Background: an optimization exercise with open tools, aiming at a short achievable clock period and few clock cycles per item. Do not read the settings as production practice. Function was checked by simulation only, so behaviour that the tests miss may differ from the original. No activity file was given, so power comes from the tool's default toggle rates.

==> flow/design.v <==
`default_nettype none
package core_pkg;
	typedef enum logic [6:0] {
		OPC_OP     = 7'b0110011,
		OPC_OP_IMM = 7'b0010011
	} opcode_e;
	typedef enum logic [3:0] {
		ALU_ADD,
		ALU_SUB,
		ALU_AND,
		ALU_OR,
		ALU_XOR,
		ALU_SLT,
		ALU_SLTU,
		ALU_SLL,
		ALU_SRL,
		ALU_SRA
	} alu_op_e;
	typedef struct packed {
		logic [6:0]              funct7;
		logic [5-1:0] rs2;
		logic [5-1:0] rs1;
		logic [2:0]              funct3;
		logic [5-1:0] rd;
		opcode_e                 opcode;
	} r_fmt_t;
	typedef struct packed {
		logic [11:0]             imm12;
		logic [5-1:0] rs1;
		logic [2:0]              funct3;
		logic [5-1:0] rd;
		opcode_e                 opcode;
	} i_fmt_t;
	typedef union packed {
		r_fmt_t r;
		i_fmt_t i;
	} instr_u;
	typedef struct packed {
		alu_op_e                 alu_op;
		logic                    use_imm;
		logic                    illegal;
		logic [5-1:0] rd;
		logic [5-1:0] rs1;
		logic [5-1:0] rs2;
		logic [32-1:0]   imm;
	} dec_op_t;
endpackage
`default_nettype wire
`timescale 1ns/1ps
`default_nettype none
module inst_decoder (
	input  logic [32-1:0] ins_i,
	output logic                  illegal_o,
	output logic                  wr_o,
	output logic                  use_imm_o,
	output logic                  sub_o,
	output logic                  arith_o,
	output logic [7:0]            sel_o,
	output logic [32-1:0] imm_o
);
	logic [6:0] opc;
	logic [2:0] f3;
	logic [6:0] f7;
	logic       is_op;
	logic       is_imm;
	logic       f7z;
	logic       f7a;
	assign opc = ins_i[6:0];
	assign f3 = ins_i[14:12];
	assign f7 = ins_i[31:25];
	assign is_op = opc == 7'b0110011;
	assign is_imm = opc == 7'b0010011;
	assign f7z = f7 == 7'b0000000;
	assign f7a = f7 == 7'b0100000;
	always_comb begin
		if (is_op) begin
			illegal_o = !(f7z || (f7a && (f3 == 3'b000 || f3 == 3'b101)));
		end else if (is_imm) begin
			illegal_o = (f3[1:0] == 2'b01) && !(f7z || (f7a && f3[2]));
		end else begin
			illegal_o = 1'b1;
		end
	end
	assign wr_o = !illegal_o && ins_i[11:7] != 5'd0;
	assign use_imm_o = !is_op;
	assign sub_o = is_op && f7a && f3 == 3'b000;
	assign arith_o = f7a;
	assign imm_o = {{(32 - 12){ins_i[31]}}, ins_i[31:20]};
	always_comb begin
		sel_o = 8'd0;
		sel_o[f3] = 1'b1;
	end
endmodule
`default_nettype wire
`timescale 1ns/1ps
`default_nettype none
module issue_queue #(
	parameter int DEPTH = 4,
	parameter int W = 38
) (
	input  logic         clk,
	input  logic         rst_n,
	input  logic         push_i,
	input  logic [W-1:0] push_dat_i,
	input  logic         pop_i,
	output logic         head_vld_o,
	output logic [W-1:0] head_dat_o
);
	logic [DEPTH-1:0][W-1:0] ent;
	logic [DEPTH-1:0] vld;
	always_ff @(posedge clk or negedge rst_n) begin
		if (!rst_n) begin
			vld <= '0;
		end else begin
			for (int i = 0; i < DEPTH; i++) begin
				if (pop_i) begin
					if (i == DEPTH - 1) begin
						vld[i] <= push_i && vld[i];
					end else begin
						vld[i] <= vld[i + 1] || (push_i && vld[i]);
					end
				end else begin
					vld[i] <= vld[i] || (push_i && (i == 0 || vld[i == 0 ? 0 : i - 1]));
				end
			end
		end
	end
	always_ff @(posedge clk) begin
		for (int i = 0; i < DEPTH; i++) begin
			if (pop_i) begin
				if (i != DEPTH - 1 && vld[i == DEPTH - 1 ? i : i + 1]) begin
					ent[i] <= ent[i == DEPTH - 1 ? i : i + 1];
				end else if (push_i && vld[i]) begin
					ent[i] <= push_dat_i;
				end
			end else if (push_i && !vld[i] && (i == 0 || vld[i == 0 ? 0 : i - 1])) begin
				ent[i] <= push_dat_i;
			end
		end
	end
	assign head_vld_o = vld[0];
	assign head_dat_o = ent[0];
endmodule
`default_nettype wire
`timescale 1ns/1ps
`default_nettype none
module reg_file (
	input  logic                    clk,
	input  logic                    rst_n,
	input  logic [5-1:0] rs1_addr_i,
	input  logic [5-1:0] rs2_addr_i,
	output logic [32-1:0]   rs1_data_o,
	output logic [32-1:0]   rs2_data_o,
	input  logic                    we_i,
	input  logic [5-1:0] rd_addr_i,
	input  logic [32-1:0]   rd_data_i
);
	logic [32-1:0] regs [1:32-1];
	always_ff @(posedge clk or negedge rst_n) begin
		if (!rst_n) begin
			for (int i = 1; i < 32; i++) begin
				regs[i] <= '0;
			end
		end else if (we_i) begin
			for (int i = 1; i < 32; i++) begin
				if (rd_addr_i == 5'(i)) begin
					regs[i] <= rd_data_i;
				end
			end
		end
	end
	always_comb begin
		rs1_data_o = '0;
		rs2_data_o = '0;
		for (int i = 1; i < 32; i++) begin
			if (rs1_addr_i == 5'(i)) begin
				rs1_data_o = regs[i];
			end
			if (rs2_addr_i == 5'(i)) begin
				rs2_data_o = regs[i];
			end
		end
	end
endmodule
`default_nettype wire
`timescale 1ns/1ps
`default_nettype none
module exec_unit (
	input  logic [32-1:0] a_i,
	input  logic [32-1:0] b_i,
	input  logic                  sub_i,
	input  logic                  arith_i,
	input  logic [7:0]            sel_i,
	output logic [32-1:0] result_o
);
	logic [4:0]            shamt;
	logic [32-1:0] add_r;
	logic [32-1:0] sub_r;
	logic [32-1:0] sll_r;
	logic [32-1:0] srl_r;
	logic [32-1:0] sra_r;
	logic                  slt_r;
	logic                  sltu_r;
	assign shamt = b_i[4:0];
	assign add_r = a_i + b_i;
	assign sub_r = a_i - b_i;
	assign sll_r = a_i << shamt;
	assign srl_r = a_i >> shamt;
	assign sra_r = $unsigned($signed(a_i) >>> shamt);
	assign slt_r = $signed(a_i) < $signed(b_i);
	assign sltu_r = a_i < b_i;
	assign result_o =
		({32{sel_i[0] && !sub_i}} & add_r) |
		({32{sel_i[0] && sub_i}} & sub_r) |
		({32{sel_i[1]}} & sll_r) |
		({32{sel_i[2]}} & {31'd0, slt_r}) |
		({32{sel_i[3]}} & {31'd0, sltu_r}) |
		({32{sel_i[4]}} & (a_i ^ b_i)) |
		({32{sel_i[5] && !arith_i}} & srl_r) |
		({32{sel_i[5] && arith_i}} & sra_r) |
		({32{sel_i[6]}} & (a_i | b_i)) |
		({32{sel_i[7]}} & (a_i & b_i));
endmodule
`default_nettype wire
`timescale 1ns/1ps
`default_nettype none
module rv_alu_core (
	input  logic                    clk,
	input  logic                    rst_n,
	input  logic                    ins_cyc_i,
	input  logic                    ins_stb_i,
	input  logic                    ins_we_i,
	input  logic [32-1:0]   ins_dat_i,
	output logic                    ins_ack_o,
	input  logic                    retire_ready_i,
	output logic                    retire_valid_o,
	output logic [5-1:0] retire_rd_o,
	output logic [32-1:0]   retire_data_o,
	output logic                    retire_illegal_o
);
	localparam int CAP = 6;
	localparam int CNT_W = $clog2(CAP + 1);
	logic             room_q;
	logic [CNT_W-1:0] cnt_q;
	logic [CNT_W-1:0] cnt_d;
	logic             xfer;
	logic             pop;
	logic                  ir_vld;
	logic [32-1:0] ir_q;
	logic                    dec_illegal;
	logic                    dec_wr;
	logic                    dec_use_imm;
	logic                    dec_sub;
	logic                    dec_arith;
	logic [7:0]              dec_sel;
	logic [32-1:0]   dec_imm;
	logic [32-1:0]   rf_rs1;
	logic [32-1:0]   rf_rs2;
	logic                    fwd1;
	logic                    fwd2;
	logic                    ex_vld;
	logic                    ex_illegal;
	logic                    ex_wr;
	logic [5-1:0] ex_rd;
	logic                    ex_sub;
	logic                    ex_arith;
	logic [7:0]              ex_sel;
	logic [32-1:0]   ex_a;
	logic [32-1:0]   ex_b;
	logic [32-1:0]   ex_res;
	logic                    ex_we;
	logic                    fwd1_wb;
	logic                    fwd2_wb;
	logic                    wb_vld;
	logic                    wb_illegal;
	logic                    wb_wr;
	logic [5-1:0] wb_rd;
	logic [32-1:0]   wb_res;
	logic                    wb_we;
	logic [32+5:0] rec_in;
	logic [32+5:0] rec_out;
	assign xfer = ins_cyc_i && ins_stb_i && room_q;
	assign ins_ack_o = xfer;
	assign pop = retire_valid_o && retire_ready_i;
	always_comb begin
		cnt_d = cnt_q;
		if (xfer && !pop) begin
			cnt_d = cnt_q + 1'b1;
		end else if (!xfer && pop) begin
			cnt_d = cnt_q - 1'b1;
		end
	end
	always_ff @(posedge clk or negedge rst_n) begin
		if (!rst_n) begin
			cnt_q <= '0;
			room_q <= 1'b1;
			ir_vld <= 1'b0;
			ex_vld <= 1'b0;
			wb_vld <= 1'b0;
		end else begin
			cnt_q <= cnt_d;
			room_q <= cnt_d < CNT_W'(CAP);
			ir_vld <= xfer;
			ex_vld <= ir_vld;
			wb_vld <= ex_vld;
		end
	end
	always_ff @(posedge clk) begin
		ir_q <= ins_dat_i;
	end
	inst_decoder inst_decoder (
		.ins_i     (ir_q),
		.illegal_o (dec_illegal),
		.wr_o      (dec_wr),
		.use_imm_o (dec_use_imm),
		.sub_o     (dec_sub),
		.arith_o   (dec_arith),
		.sel_o     (dec_sel),
		.imm_o     (dec_imm)
	);
	assign ex_we = ex_vld && ex_wr;
	reg_file reg_file (
		.clk        (clk),
		.rst_n      (rst_n),
		.rs1_addr_i (ir_q[19:15]),
		.rs2_addr_i (ir_q[24:20]),
		.rs1_data_o (rf_rs1),
		.rs2_data_o (rf_rs2),
		.we_i       (wb_we),
		.rd_addr_i  (wb_rd),
		.rd_data_i  (wb_res)
	);
	assign fwd1 = ex_we && ex_rd == ir_q[19:15];
	assign fwd2 = ex_we && ex_rd == ir_q[24:20];
	assign wb_we = wb_vld && wb_wr;
	assign fwd1_wb = wb_we && wb_rd == ir_q[19:15];
	assign fwd2_wb = wb_we && wb_rd == ir_q[24:20];
	always_ff @(posedge clk) begin
		ex_illegal <= dec_illegal;
		ex_wr <= dec_wr;
		ex_rd <= ir_q[11:7];
		ex_sub <= dec_sub;
		ex_arith <= dec_arith;
		ex_sel <= dec_sel;
		ex_a <= fwd1 ? ex_res : (fwd1_wb ? wb_res : rf_rs1);
		ex_b <= (fwd2 && !dec_use_imm) ? ex_res :
			(dec_use_imm ? dec_imm : (fwd2_wb ? wb_res : rf_rs2));
	end
	exec_unit exec_unit (
		.a_i      (ex_a),
		.b_i      (ex_b),
		.sub_i    (ex_sub),
		.arith_i  (ex_arith),
		.sel_i    (ex_sel),
		.result_o (ex_res)
	);
	always_ff @(posedge clk) begin
		wb_illegal <= ex_illegal;
		wb_wr <= ex_wr;
		wb_rd <= ex_rd;
		wb_res <= ex_wr ? ex_res : 32'd0;
	end
	assign rec_in = {wb_illegal, wb_rd, wb_res};
	assign {retire_illegal_o, retire_rd_o, retire_data_o} = rec_out;
	issue_queue #(
		.DEPTH (CAP),
		.W     (1 + 5 + 32)
	) issue_queue (
		.clk        (clk),
		.rst_n      (rst_n),
		.push_i     (wb_vld),
		.push_dat_i (rec_in),
		.pop_i      (pop),
		.head_vld_o (retire_valid_o),
		.head_dat_o (rec_out)
	);
endmodule
`default_nettype wire
==> flow/run.sh <==
#!/bin/bash
# synth_recipe.tcl (not shown) runs the flow's synth.tcl, then flattens the netlist and writes it again
# the make line also repeats each setting of config.mk as NAME=value (left out here)
make -C /OpenROAD-flow-scripts/flow DESIGN_CONFIG=/design/flow/config.mk WORK_HOME=/design/flow/orfs CLKGATE_MAP_FILE= SYNTH_SCRIPT=/design/flow/synth_recipe.tcl finish
==> flow/config.mk <==
export PLATFORM = sky130hd
export DESIGN_NAME = rv_alu_core
export DESIGN_NICKNAME = rv_alu_core
export VERILOG_FILES = /design/flow/design.v
export SDC_FILE = /design/flow/constraint.sdc
export NUM_CORES = 4
export LEC_CHECK = 0
export ABC_CLOCK_PERIOD_IN_PS = 2500
export CAP_MARGIN = 20
export CORE_MARGIN = 2
export CORE_UTILIZATION = 25
export SETUP_SLACK_MARGIN = 5
export SLEW_MARGIN = 20
==> flow/constraint.sdc <==
create_clock -name core_clock -period 8.0 [get_ports {clk}]
set_input_delay 1.6000 -clock core_clock [delete_from_list [all_inputs] [get_ports {clk}]]
set_output_delay 1.6000 -clock core_clock [all_outputs]
set_load 0.01 [all_outputs]
==> metrics.sh, run 1 <==
TIMING.FINAL.CRIT_SHARE_PCT=44.3
GRTUSAGETOTAL_PCT=21.9
FIRST_GLOBAL_VIAS=65300
DRT_FIRST_ITER_VIOLATIONS=12100
NUMBER_OF_NETS_WITH_ANTENNA_VIOLATIONS_AFTER_ROUTING=0
CTS_INSERTED_BUFFERS=150
DRV_SLEW=0
GRT_REMAINING_OVERFLOW=0
PRIMARY_FLIP_FLOP_CELL_CHOSEN_BY_SYNTHESIS_MAPPING='sky130_fd_sc_hd__dfrtp_1'
INITIAL_CORE_UTIL_PCT=25.1
CP_MAX_FO=2
CTS_TREE='yes'
DRT-VIAS-PER-INSTANCE=6.01
SETUP_VIOLATORS_FINAL=0
FMAX_GHz=0.282
FLOORPLAN.ROWS=201
CP.REQUIRED_NS=6.40
CRITICAL_PATH.CELL_CHAIN='buf_6 > nand3_4 > inv_4 > buf_6'
SYNTH_AREA_MM2=0.0751
REMAINING_DRC_ERRORS=0
SETUP_TOTAL_NEGATIVE_SLACK_NS=0
ASYNC_FLOP_SHARE_PCT=72.6
FLOORPLAN.DIE.HEIGHT_UM=552
RSZ0062_AT_GRT='yes'
POWER.DENSITY_CELL_AREA_mW_PER_MM2=194
FINAL.SETUP_SKEW_NS=0.0463
FLOORPLAN.DIE_AREA_MM2=0.305
AREA.GROWTH.SYNTH_TO_FINAL_PCT=28.2
SYNTH-SEQ-CELLS=1385
YOSYSWARNINGS=5
CTS_MAX_PATH_BUFFERS=3
POWER.LEAKAGE_uW=0.0407
POWER.INTERNAL_uW=13200
SYN_INST=6870
HOLD_CLASS='flip-flop to flip-flop'
NETLIST-CELL-TYPE-COUNT=116
DETAIL_ROUTE.WIRELENGTH_UM=352000
POWER.COMBINATIONAL.FRACTION_PCT=18.7
NUM-NETS-FINAL=7303
SYNTH_SEQ_AREA_SHARE_PCT=46.6
PLACED_WIRE_LENGTH_ESTIMATE_AFTER_DETAILED_PLACEMENT_UM=223000
SWSHARE_PCT=29.6
CRITICAL_PATH_ARRIVAL_NS=1.94
DIE_X_UM=552
TIGHTEST_SLEW_NS=1.24
STATUS='no timing/DRC/antenna violations'
MAX_CAP_VIOL_COUNT=0
IR_WORST_VDD_mV=0.199
NET-SWITCHING-POWER_uW=5550
AVGROUTEDWIREPERCELL_UM=31.3
WORST_SETUP_PATH_END_KIND='primary output'
POWER_FRAC_SEQ_PCT=41.7
POST_ROUTE_CELLS_DRIVE_ABOVE_1_SHARE_PCT=42.7
GRT_PASS1_WL_UM=493000
TOTAL_POWER_uW=18700
CORE_MM2=0.300
ROUTABILITYCONGESTION=0.960
VIA_COUNT=67500
DRT-PASS1-ITER-COUNT=10
CLOCKPOWERSHARE_PCT=39.7
WORST_PATH_MAX_DELAY_CELL='sky130_fd_sc_hd__buf_6'
CLOCK_SINKS=1385
SLOWEST_DELAY_NS=0.10
TIMING.SETUP.CRITICAL_PATH_CLASS='input pin to primary output'
ANTENNA_FOUND_INITIAL=20
H-TREE-DEPTH=4
POSTLAYOUTCOREUTIL_PCT=32.2
FINALHOLDVIOLATIONS=0
LARGEST_NET_DEGREE_AT_THE_START_OF_GLOBAL_ROUTING=185
TOP_LEVEL_PORTS=78
LAYOUT_MIN_CYCLE_TIME_NS=3.54
WORST_SETUP_HOLD_PATH_CLK_SLEW_NS=0.06
PORT-BUFFER-COUNT=76
SYNTHESIS.AREA_PER_INSTANCE_UM2=10.9
MAX-SLEW-MARGIN-REL_PCT=16.4
SYNTH_ENABLE_FLOP_CELLS=228
CLK_ROOT_BUFFER_CELL='sky130_fd_sc_hd__clkbuf_16'
SYNTH_NETS=7016
CELL_MODE_ON_CRITICAL_PATH='sky130_fd_sc_hd__buf_6'
SETUP.WORST_PATH.START_CLASS='input pin'
CLK_LATENCY_NS=0.85
## Yosys cell counts, drive strengths merged, types with 106 or more instances
master	n	area [um^2]
a21oi	325	1630
a222oi	109	1090
a22oi	180	1350
buf	189	976
clkbuf	468	1840
dfrtp	1004	25100
dfxtp	152	3040
edfxtp	228	6850
ha	106	1330
inv	150	563
mux2	1229	13800
mux2i	116	1160
nand2	321	1200
nand3	120	601
nor2	403	1530
o21ai	368	1840
o22ai	260	1630
## layout make-up
cell class | count | area (um^2)
antenna | 8 | 20.0
clock buffer | 202 | 4280
clock inverter | 72 | 927
fill | 29700 | 203000
inverter | 152 | 676
multi-input combinational | 4675 | 41800
sequential | 1385 | 35200
tap | 3958 | 4950
timing repair buffer | 789 | 8370
timing repair inverter | 4 | 50.0
## registers in the layout (all words and copies together), names as in the netlist, 3 cells and up
register	flops
reg_file.regs	992
issue_queue.ent	228
ex_a	32
ex_b	32
ir_q	32
wb_res	32
ex_sel	8
issue_queue.vld	6
ex_rd	5
wb_rd	5
cnt_q	3
## what timing repair did
item,in CTS,in global routing
setup endpoints to repair,482,281
hold buffers,0,0
pin swaps,266,221
resized for setup,1255,285
setup buffers,337,111
cloned,28,3
## stage by stage
| stage | setup WS, ns | area (um^2) | std cells | hold WS, ns |
|---|---|---|---|---|
| 4_1_cts | 4.46 | 93900 | 11100 | 0.331 |
| 2_1_floorplan | 4.67 | 75500 | 6870 | 0.310 |
| 5_1_grt | 4.45 | 96300 | 11200 | 0.350 |
| 3_5_place_dp | 2.58 | 80600 | 10500 | 0.320 |
| 6_report | 4.46 | 96400 | 11200 | 0.332 |
| 3_3_place_gp | 2.78 | 80500 | 10500 | 0.312 |
## final timing paths
| kind | start | endpoint | slack, ns | cells past startpoint |
|---|---|---|---|---|
| worst max register to register | ir_q[22] | ex_b[0] | 4.52 | 12 |
| worst min-delay path | ex_illegal | wb_illegal | 0.33 | 0 |
| worst min register to register | ex_illegal | wb_illegal | 0.33 | 0 |
| worst max-delay path | ins_cyc_i | ins_ack_o | 4.46 | 4 |
| max in group asynchronous | rst_n | issue_queue.vld[0] | 5.43 | 3 |
| min in group asynchronous | rst_n | reg_file.regs[30][13] | 0.86 | 1 |
## cell usage in the layout, fill, tap and decap left out, types with 157 or more instances in the layout
| cell type | n |
|---|---|
| sky130_fd_sc_hd__a21oi_1 | 233 |
| sky130_fd_sc_hd__a22oi_1 | 167 |
| sky130_fd_sc_hd__buf_4 | 471 |
| sky130_fd_sc_hd__clkbuf_16 | 157 |
| sky130_fd_sc_hd__dfrtp_1 | 1003 |
| sky130_fd_sc_hd__edfxtp_1 | 228 |
| sky130_fd_sc_hd__mux2_2 | 1223 |
| sky130_fd_sc_hd__nand2_1 | 273 |
| sky130_fd_sc_hd__nor2_1 | 312 |
| sky130_fd_sc_hd__o21ai_0 | 265 |
| sky130_fd_sc_hd__o22ai_1 | 254 |
## power groups by stage
stage	logic [uW]	clock network (uW)	registers, uW
after global placement	2590	0	7950
after floorplan	1620	0	7820
after global routing	3630	7790	7830
final	3500	7430	7800
after CTS	3210	7480	7800
after detailed placement	2590	0	7970
## routing by layer
metal  vias up  track usage, %  routed length [um]
li1      26800               -                   -
met1     34300            28.0              134000
met2      5155            32.2              148000
met3      1323            6.27               42800
met4         8            14.3               27300
met5         -               0                  46
## critical path: cells and delay by family
family,cells,cell delay [ns]
buffers and inverters,3,0.26
and+or+nand+nor,1,0.07
## kinds of logic after synthesis
group | share of synthesized area, %
muxes | 21.2
adders and majority gates | 1.82
DFF | 46.6
xor gates and xnor gates | 0.478
buffers and inverters | 4.53
and+or+nand+nor | 7.87
AOI/OAI and AO/OA | 17.4
Testbench counts, summed over its fixed seeds: cycles 24,032, items 24,000.
==> run 2, diff against run 1 <==
--- a/flow/design.v
+++ b/flow/design.v
@@ -145,15 +145,15 @@
 `timescale 1ns/1ps
 `default_nettype none
 module reg_file (
-	input  logic                    clk,
-	input  logic                    rst_n,
-	input  logic [5-1:0] rs1_addr_i,
-	input  logic [5-1:0] rs2_addr_i,
-	output logic [32-1:0]   rs1_data_o,
-	output logic [32-1:0]   rs2_data_o,
-	input  logic                    we_i,
-	input  logic [5-1:0] rd_addr_i,
-	input  logic [32-1:0]   rd_data_i
+	input  logic                      clk,
+	input  logic                      rst_n,
+	input  logic [32-1:1] rs1_sel_i,
+	input  logic [32-1:1] rs2_sel_i,
+	output logic [32-1:0]     rs1_data_o,
+	output logic [32-1:0]     rs2_data_o,
+	input  logic                      we_i,
+	input  logic [5-1:0]   rd_addr_i,
+	input  logic [32-1:0]     rd_data_i
 );
 	logic [32-1:0] regs [1:32-1];
 	always_ff @(posedge clk or negedge rst_n) begin
@@ -173,12 +173,8 @@
 		rs1_data_o = '0;
 		rs2_data_o = '0;
 		for (int i = 1; i < 32; i++) begin
-			if (rs1_addr_i == 5'(i)) begin
-				rs1_data_o = regs[i];
-			end
-			if (rs2_addr_i == 5'(i)) begin
-				rs2_data_o = regs[i];
-			end
+			rs1_data_o = rs1_data_o | ({32{rs1_sel_i[i]}} & regs[i]);
+			rs2_data_o = rs2_data_o | ({32{rs2_sel_i[i]}} & regs[i]);
 		end
 	end
 endmodule
@@ -256,8 +252,20 @@
 	logic [32-1:0]   dec_imm;
 	logic [32-1:0]   rf_rs1;
 	logic [32-1:0]   rf_rs2;
-	logic                    fwd1;
-	logic                    fwd2;
+	logic [32-1:1] rs1_oh;
+	logic [32-1:1] rs2_oh;
+	logic                      in_use_imm;
+	logic                      in_ex1;
+	logic                      in_ex2;
+	logic                      in_wb1;
+	logic                      in_wb2;
+	logic [32-1:1] rs1_sel_q;
+	logic [32-1:1] rs2_sel_q;
+	logic                      ex1_q;
+	logic                      ex2_q;
+	logic                      wb1_q;
+	logic                      wb2_q;
+	logic                      imm_q;
 	logic                    ex_vld;
 	logic                    ex_illegal;
 	logic                    ex_wr;
@@ -269,8 +277,6 @@
 	logic [32-1:0]   ex_b;
 	logic [32-1:0]   ex_res;
 	logic                    ex_we;
-	logic                    fwd1_wb;
-	logic                    fwd2_wb;
 	logic                    wb_vld;
 	logic                    wb_illegal;
 	logic                    wb_wr;
@@ -305,8 +311,28 @@
 			wb_vld <= ex_vld;
 		end
 	end
+	always_comb begin
+		rs1_oh = '0;
+		rs2_oh = '0;
+		for (int i = 1; i < 32; i++) begin
+			rs1_oh[i] = ins_dat_i[19:15] == 5'(i);
+			rs2_oh[i] = ins_dat_i[24:20] == 5'(i);
+		end
+	end
+	assign in_use_imm = ins_dat_i[6:0] != 7'b0110011;
+	assign in_ex1 = ir_vld && dec_wr && ir_q[11:7] == ins_dat_i[19:15];
+	assign in_ex2 = ir_vld && dec_wr && ir_q[11:7] == ins_dat_i[24:20] && !in_use_imm;
+	assign in_wb1 = ex_we && ex_rd == ins_dat_i[19:15];
+	assign in_wb2 = ex_we && ex_rd == ins_dat_i[24:20] && !in_use_imm;
 	always_ff @(posedge clk) begin
 		ir_q <= ins_dat_i;
+		rs1_sel_q <= in_wb1 ? '0 : rs1_oh;
+		rs2_sel_q <= (in_wb2 || in_use_imm) ? '0 : rs2_oh;
+		ex1_q <= in_ex1;
+		ex2_q <= in_ex2;
+		wb1_q <= in_wb1;
+		wb2_q <= in_wb2;
+		imm_q <= in_use_imm;
 	end
 	inst_decoder inst_decoder (
 		.ins_i     (ir_q),
@@ -322,19 +348,15 @@
 	reg_file reg_file (
 		.clk        (clk),
 		.rst_n      (rst_n),
-		.rs1_addr_i (ir_q[19:15]),
-		.rs2_addr_i (ir_q[24:20]),
+		.rs1_sel_i  (rs1_sel_q),
+		.rs2_sel_i  (rs2_sel_q),
 		.rs1_data_o (rf_rs1),
 		.rs2_data_o (rf_rs2),
 		.we_i       (wb_we),
 		.rd_addr_i  (wb_rd),
 		.rd_data_i  (wb_res)
 	);
-	assign fwd1 = ex_we && ex_rd == ir_q[19:15];
-	assign fwd2 = ex_we && ex_rd == ir_q[24:20];
 	assign wb_we = wb_vld && wb_wr;
-	assign fwd1_wb = wb_we && wb_rd == ir_q[19:15];
-	assign fwd2_wb = wb_we && wb_rd == ir_q[24:20];
 	always_ff @(posedge clk) begin
 		ex_illegal <= dec_illegal;
 		ex_wr <= dec_wr;
@@ -342,9 +364,9 @@
 		ex_sub <= dec_sub;
 		ex_arith <= dec_arith;
 		ex_sel <= dec_sel;
-		ex_a <= fwd1 ? ex_res : (fwd1_wb ? wb_res : rf_rs1);
-		ex_b <= (fwd2 && !dec_use_imm) ? ex_res :
-			(dec_use_imm ? dec_imm : (fwd2_wb ? wb_res : rf_rs2));
+		ex_a <= ex1_q ? ex_res : (rf_rs1 | ({32{wb1_q}} & wb_res));
+		ex_b <= ex2_q ? ex_res : (rf_rs2 | ({32{wb2_q}} & wb_res) |
+			({32{imm_q}} & dec_imm));
 	end
 	exec_unit exec_unit (
 		.a_i      (ex_a),
==> run 2 against run 1 <==
  * Synthesized cell count decreased by 12%
  * Die area decreased by 4.1%
  * Fmax increased by 0.59%
  * Register-to-register slack improved by 0.19 ns
  * Routed wire length decreased by 3.3%
  * Non-clock buffer count decreased by 411
  * Synthesized area decreased by 4.1%
  * Still clean on timing, DRC and antenna
  * Critical endpoint unchanged
  * Clock-buffer cell count increased by 33
  * Combinational power decreased by 59%
  * Largest power group unchanged
==> metrics.sh, run 2 <==
NETLIST-CELL-TYPE-COUNT=80  # was 116
AREA.GROWTH.SYNTH_TO_FINAL_PCT=19.2  # was 28.2%
CLK_LATENCY_NS=0.85  # about the same
CLOCK_SINKS=1447  # was 1385
ANTENNA_FOUND_INITIAL=15  # was 20
ASYNC_FLOP_SHARE_PCT=69.5  # was 72.6%
PLACED_WIRE_LENGTH_ESTIMATE_AFTER_DETAILED_PLACEMENT_UM=179000  # was 223000 um
FIRST_GLOBAL_VIAS=58800  # was 65300
POWER.DENSITY_CELL_AREA_mW_PER_MM2=202  # was 194 mW/mm^2
ROUTABILITYCONGESTION=0.938  # was 0.960
KIND_OF_CELL_ADDING_THE_MOST_DELAY_TO_THE_CRITICAL_PATH='buffers and inverters'  # unchanged
SYNTHESIS.AREA_PER_INSTANCE_UM2=11.9  # was 10.9 um^2
POSTLAYOUTCOREUTIL_PCT=29.9  # was 32.2%
STATUS='no timing/DRC/antenna violations'  # unchanged
CLOCKPOWERSHARE_PCT=45.1  # was 39.7%
POWER.INTERNAL_uW=12900  # was 13200 uW
REMAINING_DRC_ERRORS=0  # unchanged
CLK_ROOT_BUFFER_CELL='sky130_fd_sc_hd__clkbuf_16'  # unchanged
WORST_PATH_MAX_DELAY_CELL='sky130_fd_sc_hd__buf_6'  # unchanged
SETUP_TOTAL_NEGATIVE_SLACK_NS=0  # unchanged
MAX-SLEW-MARGIN-REL_PCT=16.0  # was 16.4%
SLOWEST_DELAY_NS=0.11  # was 0.10 ns
INITIAL_CORE_UTIL_PCT=25.1  # about the same
FLOORPLAN.DIE_AREA_MM2=0.293  # was 0.305 mm^2
YOSYSWARNINGS=5  # unchanged
FINALNONFILLERCELLS=9908  # was 11200
LARGESTREGISTERS='reg_file.regs x992, issue_queue.ent x228'  # unchanged
CELL_MODE_ON_CRITICAL_PATH='sky130_fd_sc_hd__buf_6'  # unchanged
TOP_LEVEL_PORTS=78  # unchanged
DIE_X_UM=541  # was 552 um
LAYOUT_MIN_CYCLE_TIME_NS=3.52  # was 3.54 ns
POWER.COMBINATIONAL.FRACTION_PCT=8.3  # was 18.7%
SETUP_VIOLATORS_FINAL=0  # unchanged
POWER.LEAKAGE_uW=0.0359  # was 0.0407 uW
MAX_CAP_VIOL_COUNT=0  # unchanged
HOLD_CLASS='flip-flop to flip-flop'  # unchanged
CP_MAX_FO=2  # unchanged
CORE_MM2=0.287  # was 0.300 mm^2
CRITICAL_PATH.CELL_CHAIN='buf_6 > nand3_4 > inv_4 > buf_6'  # unchanged
MOST-COMMON-LAYOUT-CELLS='sky130_fd_sc_hd__mux2_2 (1196), sky130_fd_sc_hd__dfrtp_1 (1003), sky130_fd_sc_hd__a22oi_1 (328)'  # was sky130_fd_sc_hd__mux2_2 (1223), sky130_fd_sc_hd__dfrtp_1 (1003), sky130_fd_sc_hd__buf_4 (471)
FINAL.SETUP_SKEW_NS=0.0531  # was 0.0463 ns
NET-SWITCHING-POWER_uW=4430  # was 5550 uW
GRT_REMAINING_OVERFLOW=0  # unchanged
SYNTHTOPCELLSBYCOUNT='sky130_fd_sc_hd__mux2_2 (1196), sky130_fd_sc_hd__dfrtp_1 (1004), sky130_fd_sc_hd__clkbuf_1 (466)'  # was sky130_fd_sc_hd__mux2_2 (1229), sky130_fd_sc_hd__dfrtp_1 (1004), sky130_fd_sc_hd__clkbuf_1 (458)
SWSHARE_PCT=25.6  # was 29.6%
AVGROUTEDWIREPERCELL_UM=34.4  # was 31.3 um
SYN_INST=6036  # was 6870
GRTUSAGETOTAL_PCT=22.3  # was 21.9%
DRT-VIAS-PER-INSTANCE=6.18  # was 6.01
YS_TOP_CELLS_BY_AREA='sky130_fd_sc_hd__dfrtp_1 (35%), sky130_fd_sc_hd__mux2_2 (19%), sky130_fd_sc_hd__edfxtp_1 (9.5%)'  # was sky130_fd_sc_hd__dfrtp_1 (33%), sky130_fd_sc_hd__mux2_2 (18%), sky130_fd_sc_hd__edfxtp_1 (9.1%)
TIMING.SETUP.CRITICAL_PATH_CLASS='input pin to primary output'  # unchanged
GRT_PASS1_WL_UM=468000  # was 493000 um
VIA_COUNT=61300  # was 67500
SYNTH.TOP_CELL.AREA_SHARE_PCT=34.9  # was 33.4%
CTS_INSERTED_BUFFERS=160  # was 150
FINALHOLDVIOLATIONS=0  # unchanged
WORST_SETUP_HOLD_PATH_CLK_SLEW_NS=0.06  # about the same
SYNTH_ENABLE_FLOP_CELLS=228  # unchanged
FLOORPLAN.DIE.HEIGHT_UM=541  # was 552 um
CRITICAL_PATH_ARRIVAL_NS=1.92  # was 1.94 ns
MAX_REG_FLOPS=992  # unchanged
SYNTH_NETS=6182  # was 7016
DRT_FIRST_ITER_VIOLATIONS=10400  # was 12100
SETUP.WORST_PATH.START_CLASS='input pin'  # unchanged
LARGEST_NET_DEGREE_AT_THE_START_OF_GLOBAL_ROUTING=182  # was 185
H-TREE-DEPTH=4  # unchanged
POST_ROUTE_CELLS_DRIVE_ABOVE_1_SHARE_PCT=37.0  # was 42.7%
FF2FF_SETUP_SLACK_NS=4.71  # was 4.52 ns
DETAIL_ROUTE.WIRELENGTH_UM=340000  # was 352000 um
MOST_COMMON_CELL_AFTER_LAYOUT_FILL_AND_TAPS_ASIDE='sky130_fd_sc_hd__mux2_2'  # unchanged
CTS_HOLD_REPAIR.BUFFERS=0  # unchanged
POWER_FRAC_SEQ_PCT=46.6  # was 41.7%
CTS_TREE='yes'  # unchanged
WORST_SETUP_PATH_END_KIND='primary output'  # unchanged
DRT-PASS1-ITER-COUNT=7  # was 10
PRIMARY_FLIP_FLOP_CELL_CHOSEN_BY_SYNTHESIS_MAPPING='sky130_fd_sc_hd__dfrtp_1'  # unchanged
DPL.CELL_COUNT=9463  # was 10500
NUMBER_OF_NETS_WITH_ANTENNA_VIOLATIONS_AFTER_ROUTING=0  # unchanged
SYNTH-SEQ-CELLS=1447  # was 1385
RSZ0062_AT_GRT='yes'  # unchanged
FMAX_GHz=0.284  # was 0.282 GHz
NETLIST.TOP_CELL.BY_AREA='sky130_fd_sc_hd__dfrtp_1'  # unchanged
FILLERS=29000  # was 29700
CP.REQUIRED_NS=6.40  # about the same
SYNTH_SEQ_AREA_SHARE_PCT=50.4  # was 46.6%
NUM-NETS-FINAL=6131  # was 7303
FLOORPLAN.ROWS=197  # was 201
SYNTH_AREA_MM2=0.0721  # was 0.0751 mm^2
LARGEST-REGISTER='reg_file.regs'  # unchanged
PORT-BUFFER-COUNT=76  # unchanged
IR_WORST_VDD_mV=0.229  # was 0.199 mV
WORST-PATH-BUF-INV=3  # unchanged
CTS_MAX_PATH_BUFFERS=3  # unchanged
TIGHTEST_SLEW_NS=1.26  # was 1.24 ns
TIMING.FINAL.CRIT_SHARE_PCT=44.0  # was 44.3%
POST-SYNTH-TOP-COUNT-CELL='sky130_fd_sc_hd__mux2_2'  # unchanged
DRV_SLEW=0  # unchanged
-- run 2: per-layer routing --
layer	vias up	wire length, um	GRT usage (%)
li1	23200	-	-
met1	30700	122000	27.3
met2	5517	137000	31.6
met3	1839	49900	8.97
met4	10	31500	16.1
met5	-	130	0.0986
-- run 2: final timing paths --
path	endpoint	cells after the start	startpoint
worst max-delay path	ins_ack_o	4	ins_cyc_i
worst min-delay path	wb_illegal	0	ex_illegal
worst max register to register	ex_b[20]	15	ex_b[0]
worst min register to register	wb_illegal	0	ex_illegal
max in group asynchronous	reg_file.regs[4][21]	3	rst_n
min in group asynchronous	issue_queue.vld[3]	1	rst_n
-- run 2: per-stage QoR --
step | worst slack, ns | instance area, um^2 | total power, uW | hold slack, ns
final | 4.48 | 85900 | 17300 | 0.327
after global routing | 4.46 | 85900 | 17800 | 0.338
after CTS | 4.47 | 84900 | 17300 | 0.329
after detailed placement | 3.24 | 77100 | 9550 | 0.315
after global placement | 3.21 | 77000 | 9520 | 0.318
after floorplan | 4.61 | 72400 | 8920 | 0.310
-- run 2: cell families (layout without fill, tap and decap cells) --
kind of cell	after synthesis	in the layout	synth area share, %
flops	1447	1447	50.4
compound gates	1563	1563	16.5
other cells	0	10	0
simple gates	867	868	5.87
mux	1294	1294	20.9
fa+ha+maj	108	108	1.90
xor+xnor	46	46	0.559
buf+inv	711	791	3.97
-- run 2: cell type report --
class,count,area (um^2),area share [%]
multi-input combinational,3879,34900,40.6
sequential,1447,36600,42.6
clock inverter,59,803,0.935
timing repair buffer,378,3510,4.09
timing repair inverter,3,48.8,0.0568
antenna,10,25.0,0.0291
clock buffer,235,4780,5.56
inverter,116,517,0.602
tap,3781,4730,5.51
-- run 2: timing repair --
action | in CTS | in global routing
cloned | 8 | 2
setup endpoints to repair | 539 | 615
resized for setup | 501 | 175
pin swaps | 84 | 82
setup buffers | 96 | 33
-- run 2: power by group through the flow --
stage	clock, uW	combinational (uW)	sequential (uW)
after floorplan	0	823	8090
after global placement	0	1300	8220
after detailed placement	0	1320	8230
after CTS	7850	1400	8080
after global routing	8150	1540	8100
final	7820	1440	8070
-- run 2: worst register-to-register path: stages (launching register included) --
cell,delay [ns]
sky130_fd_sc_hd__dfxtp_4,0.36
sky130_fd_sc_hd__buf_12,0.14
sky130_fd_sc_hd__ha_4,0.17
sky130_fd_sc_hd__fa_2,0.34
sky130_fd_sc_hd__a21o_1,0.20
sky130_fd_sc_hd__a221oi_2,0.35
sky130_fd_sc_hd__o31a_1,0.23
sky130_fd_sc_hd__o311a_4,0.27
sky130_fd_sc_hd__buf_6,0.12
sky130_fd_sc_hd__o21ba_4,0.14
sky130_fd_sc_hd__o211ai_1,0.11
sky130_fd_sc_hd__o211ai_1,0.12
sky130_fd_sc_hd__xnor2_1,0.12
sky130_fd_sc_hd__a211oi_2,0.19
sky130_fd_sc_hd__buf_4,0.18
sky130_fd_sc_hd__a32oi_2,0.07
Testbench counts of run 2, summed over its fixed seeds: cycles 24,032, items 24,000.
==> run 3, diff against run 2 <==
--- a/flow/design.v
+++ b/flow/design.v
@@ -299,7 +299,7 @@
 	always_ff @(posedge clk or negedge rst_n) begin
 		if (!rst_n) begin
 			cnt_q <= '0;
-			room_q <= 1'b1;
+			room_q <= 1'b0;  
 			ir_vld <= 1'b0;
 			ex_vld <= 1'b0;
 			wb_vld <= 1'b0;
==> run 3 against run 2 <==
  * Still clean on timing, DRC and antenna
  * Sequential power hardly changed
  * Flip-flop and latch count is the same
  * Register-to-register slack is essentially flat
  * Design area about the same
  * Final cell count is 0.26% higher
  * Routed wire length barely moved
  * Utilization about the same
  * Synthesized cell count unchanged
  * Clock-buffer cell count grew 10
  * Synthesized area about the same
  * Critical path type unchanged
  * Critical endpoint unchanged
  * Largest power group unchanged
==> metrics.sh, run 3 <==
POWER.COMBINATIONAL.FRACTION_PCT=8.4  # was 8.3%
SYNTH_NETS=6182  # unchanged
AVGROUTEDWIREPERCELL_UM=34.3  # was 34.4 um
NETLIST-CELL-TYPE-COUNT=79  # was 80
CLK_ROOT_BUFFER_CELL='sky130_fd_sc_hd__clkbuf_16'  # unchanged
PLACED_WIRE_LENGTH_ESTIMATE_AFTER_DETAILED_PLACEMENT_UM=182000  # was 179000 um
RSZ0062_AT_GRT='yes'  # unchanged
DIE_X_UM=541  # about the same
MAX_CAP_VIOL_COUNT=0  # unchanged
CP_MAX_FO=3  # was 2
TOP_LAYER='met5'  # unchanged
PRIMARY_FLIP_FLOP_CELL_CHOSEN_BY_SYNTHESIS_MAPPING='sky130_fd_sc_hd__dfrtp_1'  # unchanged
CTS_MAX_PATH_BUFFERS=3  # unchanged
REMAINING_DRC_ERRORS=0  # unchanged
INITIAL_CORE_UTIL_PCT=25.1  # about the same
FINALHOLDVIOLATIONS=0  # unchanged
IR_WORST_VDD_mV=0.244  # was 0.229 mV
NETLIST.TOP_CELL.BY_AREA='sky130_fd_sc_hd__dfrtp_1'  # unchanged
SWSHARE_PCT=25.5  # was 25.6%
LAYOUT_MIN_CYCLE_TIME_NS=3.53  # was 3.52 ns
ASYNC_FLOP_SHARE_PCT=69.5  # unchanged
DRV_SLEW=0  # unchanged
CLOCKPOWERSHARE_PCT=44.8  # was 45.1%
SYN_INST=6036  # unchanged
TIMING.SETUP.CRITICAL_PATH_CLASS='input pin to primary output'  # unchanged
SETUP.WORST_PATH.START_CLASS='input pin'  # unchanged
ROUTABILITYCONGESTION=0.954  # was 0.938
AREA.GROWTH.SYNTH_TO_FINAL_PCT=19.3  # was 19.2%
FLOORPLAN.DIE_AREA_MM2=0.293  # about the same
CTS_INSERTED_BUFFERS=159  # was 160
DETAIL_ROUTE.WIRELENGTH_UM=341000  # was 340000 um
MET2WIRELENGTH_UM=136000  # was 137000 um
POSTLAYOUTCOREUTIL_PCT=29.9  # about the same
CRITICAL_PATH.CELL_CHAIN='buf_6 > nand3_4 > inv_4 > buf_6'  # unchanged
TIGHTEST_SLEW_NS=1.34  # was 1.26 ns
MAX_REG_FLOPS=992  # unchanged
SYNTH_SEQ_AREA_SHARE_PCT=50.3  # was 50.4%
CELL_MODE_ON_CRITICAL_PATH='sky130_fd_sc_hd__buf_6'  # unchanged
FINAL.SETUP_SKEW_NS=0.0674  # was 0.0531 ns
CTS_TREE='yes'  # unchanged
POWER.DENSITY_CELL_AREA_mW_PER_MM2=200  # was 202 mW/mm^2
VIA_COUNT=61500  # was 61300
MOST_COMMON_CELL_AFTER_LAYOUT_FILL_AND_TAPS_ASIDE='sky130_fd_sc_hd__mux2_2'  # unchanged
WORST_PATH_MAX_DELAY_CELL='sky130_fd_sc_hd__buf_6'  # unchanged
DRT-VIAS-PER-INSTANCE=6.19  # was 6.18
FLOORPLAN.ROWS=197  # unchanged
FIRST_GLOBAL_VIAS=59100  # was 58800
WORST_SETUP_HOLD_PATH_CLK_SLEW_NS=0.06  # about the same
CP.REQUIRED_NS=6.40  # about the same
LARGEST_NET_DEGREE_AT_THE_START_OF_GLOBAL_ROUTING=153  # was 182
SETUP_TOTAL_NEGATIVE_SLACK_NS=0  # unchanged
MET1_LENGTH_UM=122000  # about the same
ROUTE.MET3.WL_UM=48700  # was 49900 um
FILLERS=29000  # about the same
TOP_LEVEL_PORTS=78  # unchanged
CLOCK_SINKS=1447  # unchanged
DRT-PASS1-ITER-COUNT=10  # was 7
KIND_OF_CELL_ADDING_THE_MOST_DELAY_TO_THE_CRITICAL_PATH='buffers and inverters'  # unchanged
ANTENNA_FOUND_INITIAL=13  # was 15
LARGESTREGISTERS='reg_file.regs x992, issue_queue.ent x228'  # unchanged
YS_TOP_CELLS_BY_AREA='sky130_fd_sc_hd__dfrtp_1 (35%), sky130_fd_sc_hd__mux2_2 (19%), sky130_fd_sc_hd__edfxtp_1 (9.5%)'  # unchanged
POWER.INTERNAL_uW=12800  # was 12900 uW
MOST-COMMON-LAYOUT-CELLS='sky130_fd_sc_hd__mux2_2 (1194), sky130_fd_sc_hd__dfrtp_1 (1003), sky130_fd_sc_hd__a22oi_1 (327)'  # was sky130_fd_sc_hd__mux2_2 (1196), sky130_fd_sc_hd__dfrtp_1 (1003), sky130_fd_sc_hd__a22oi_1 (328)
CLK_LATENCY_NS=0.85  # about the same
LARGEST-REGISTER='reg_file.regs'  # unchanged
SYNTH_AREA_MM2=0.0721  # about the same
DRT_FIRST_ITER_VIOLATIONS=10100  # was 10400
GRTUSAGETOTAL_PCT=22.4  # was 22.3%
GRT_REMAINING_OVERFLOW=0  # unchanged
CRITICAL_PATH_ARRIVAL_NS=1.93  # was 1.92 ns
GRT_PASS1_WL_UM=470000  # was 468000 um
CORE_MM2=0.287  # unchanged
NUMBER_OF_NETS_WITH_ANTENNA_VIOLATIONS_AFTER_ROUTING=0  # unchanged
FLOORPLAN.DIE.HEIGHT_UM=541  # about the same
WORST_SETUP_PATH_END_KIND='primary output'  # unchanged
POST-SYNTH-TOP-COUNT-CELL='sky130_fd_sc_hd__mux2_2'  # unchanged
POST_ROUTE_CELLS_DRIVE_ABOVE_1_SHARE_PCT=37.0  # about the same
SYNTH_ENABLE_FLOP_CELLS=228  # unchanged
WORST-PATH-BUF-INV=3  # unchanged
TIMING.FINAL.CRIT_SHARE_PCT=44.1  # was 44.0%
SLOWEST_DELAY_NS=0.11  # about the same
TOTAL_POWER_uW=17200  # was 17300 uW
SYNTHESIS.AREA_PER_INSTANCE_UM2=11.9  # about the same
STATUS='no timing/DRC/antenna violations'  # unchanged
POWER.LEAKAGE_uW=0.0359  # about the same
YOSYSWARNINGS=5  # unchanged
SYNTHTOPCELLSBYCOUNT='sky130_fd_sc_hd__mux2_2 (1196), sky130_fd_sc_hd__dfrtp_1 (1005), sky130_fd_sc_hd__clkbuf_1 (466)'  # was sky130_fd_sc_hd__mux2_2 (1196), sky130_fd_sc_hd__dfrtp_1 (1004), sky130_fd_sc_hd__clkbuf_1 (466)
PORT-BUFFER-COUNT=76  # unchanged
SYNTH.TOP_CELL.AREA_SHARE_PCT=34.9  # about the same
H-TREE-DEPTH=4  # unchanged
SETUP_VIOLATORS_FINAL=0  # unchanged
SYNTH-SEQ-CELLS=1447  # unchanged
MAX-SLEW-MARGIN-REL_PCT=10.3  # was 16.0%
FMAX_GHz=0.283  # was 0.284 GHz
HOLD_CLASS='flip-flop to flip-flop'  # unchanged
NET-SWITCHING-POWER_uW=4400  # was 4430 uW
POWER_FRAC_SEQ_PCT=46.8  # was 46.6%
NUM-NETS-FINAL=6150  # was 6131
## run 3: changes by cell type after synthesis, sizes merged
cell	before	now
dfrtp	1004	1005
dfstp	1	0
## run 3: final timing paths
| check | startpoint | endpoint | slack, ns | cells past startpoint |
|---|---|---|---|---|
| setup / recovery | ins_cyc_i | ins_ack_o | 4.47 | 4 |
| max in group asynchronous | rst_n | reg_file.regs[6][16] | 5.36 | 3 |
| hold / removal | ex_illegal | wb_illegal | 0.33 | 0 |
| min in group asynchronous | rst_n | reg_file.regs[22][3] | 0.81 | 1 |
| hold reg to reg | ex_illegal | wb_illegal | 0.33 | 0 |
| setup reg to reg | ex_b[0] | ex_b[30] | 4.70 | 14 |
## run 3: repair_timing
action,4_1_cts,5_1_grt
gates cloned,11,2
gates resized for setup,496,158
setup endpoints to repair,460,460
endpoints found under the hold margin,0,0
buffers inserted,90,55
hold buffers,0,0
pin swaps,81,104
## run 3: stage by stage
stage / area (um^2) / std cells / hold WS [ns] / setup slack (ns)
after global routing: 85900 / 9920 / 0.337 / 4.46
after global placement: 77100 / 9466 / 0.318 / 3.38
final: 86000 / 9934 / 0.332 / 4.47
after CTS: 84800 / 9862 / 0.333 / 4.46
after detailed placement: 77100 / 9466 / 0.319 / 3.43
after floorplan: 72400 / 6036 / 0.310 / 4.61
## run 3: metal layers
layer  track usage (%)  vias up
li1                  -    23200
met1              27.3    30700
met2              31.5     5617
met3              9.11     1941
met4              16.8        8
met5             0.214        -
## run 3: worst register-to-register path, cell delays in order (launching register included)
cell and delay, ns:
sky130_fd_sc_hd__dfxtp_4 0.38, sky130_fd_sc_hd__buf_12 0.14, sky130_fd_sc_hd__ha_4 0.17, sky130_fd_sc_hd__fa_2 0.34, sky130_fd_sc_hd__a21o_1 0.21, sky130_fd_sc_hd__a221oi_2 0.29, sky130_fd_sc_hd__o31a_1 0.24, sky130_fd_sc_hd__o311a_4 0.26
sky130_fd_sc_hd__a221o_1 0.26, sky130_fd_sc_hd__a211oi_4 0.10, sky130_fd_sc_hd__buf_4 0.16, sky130_fd_sc_hd__o31ai_4 0.22, sky130_fd_sc_hd__o211ai_1 0.13, sky130_fd_sc_hd__o21ai_2 0.13, sky130_fd_sc_hd__a21oi_1 0.10
## run 3: final cells by class
cell class | count | area, um^2 | area share [%]
Antenna cell | 15 | 37.5 | 0.0437
Clock buffer | 245 | 4770 | 5.55
Clock inverter | 50 | 712 | 0.828
Inverter | 116 | 495 | 0.576
Multi-Input combinational cell | 3879 | 35000 | 40.7
Sequential cell | 1447 | 36600 | 42.5
Tap cell | 3781 | 4730 | 5.50
Timing Repair Buffer | 398 | 3630 | 4.22
Timing Repair inverter | 3 | 41.3 | 0.0480
## run 3: kinds of logic (layout without fill, tap and decap cells)
kind of cell	count (synthesis)	in the layout	synth area share, %
xor+xnor	46	46	0.559
mux	1294	1294	20.9
flops	1447	1447	50.3
other cells	0	15	0
simple gates	867	868	5.87
fa+ha+maj	108	108	1.90
buf+inv	711	812	3.97
compound gates	1563	1563	16.5
## run 3: power groups by stage
stage          sequential, uW  clock [uW]  combinational [uW]
2_1_floorplan            8090           0                 823
6_report                 8060        7720                1450
3_3_place_gp             8220           0                1310
5_1_grt                  8090        8050                1550
4_1_cts                  8070        7740                1410
3_5_place_dp             8230           0                1330
Testbench counts of run 3, summed over its fixed seeds: cycles 24,040, items 24,000.

-- separate check: timing with driven ports --
In the flow no input, the clock included, has a driving cell. The finished layouts below were timed again as built, in two steps.
Step 1: set_driving_cell puts a clkbuf_16 on clk and a buf_2 on each other input, an assumption about the parent block.
Step 2 adds t to the input delays and takes it off the output delays; t is the mean of the earliest and latest rising clock arrival at the registers after step 1. Input paths then give back, and output paths get back, about the clock's delay inside the block.
Slacks: ideal ports / drivers / drivers and shift; pairs: ideal ports / drivers.
run	shift t [ns]	slack for setup (ns)	clock arrival spread, ns	worst register clock-pin slew, ns	worst slew at a driven data input, ns
run 1	0.917	4.458 / 4.417 / 4.255	0.057 / 0.057	0.08 / 0.08	0.13
run 2	0.929	4.479 / 4.446 / 4.228	0.058 / 0.057	0.08 / 0.08	0.06
run 3	0.928	4.469 / 4.437 / 4.204	0.071 / 0.070	0.07 / 0.07	0.05
After both steps every run listed still meets setup and hold. The setup slack of run 3, which loses most, moves by -0.032 ns with the drivers and by -0.265 ns with both steps.
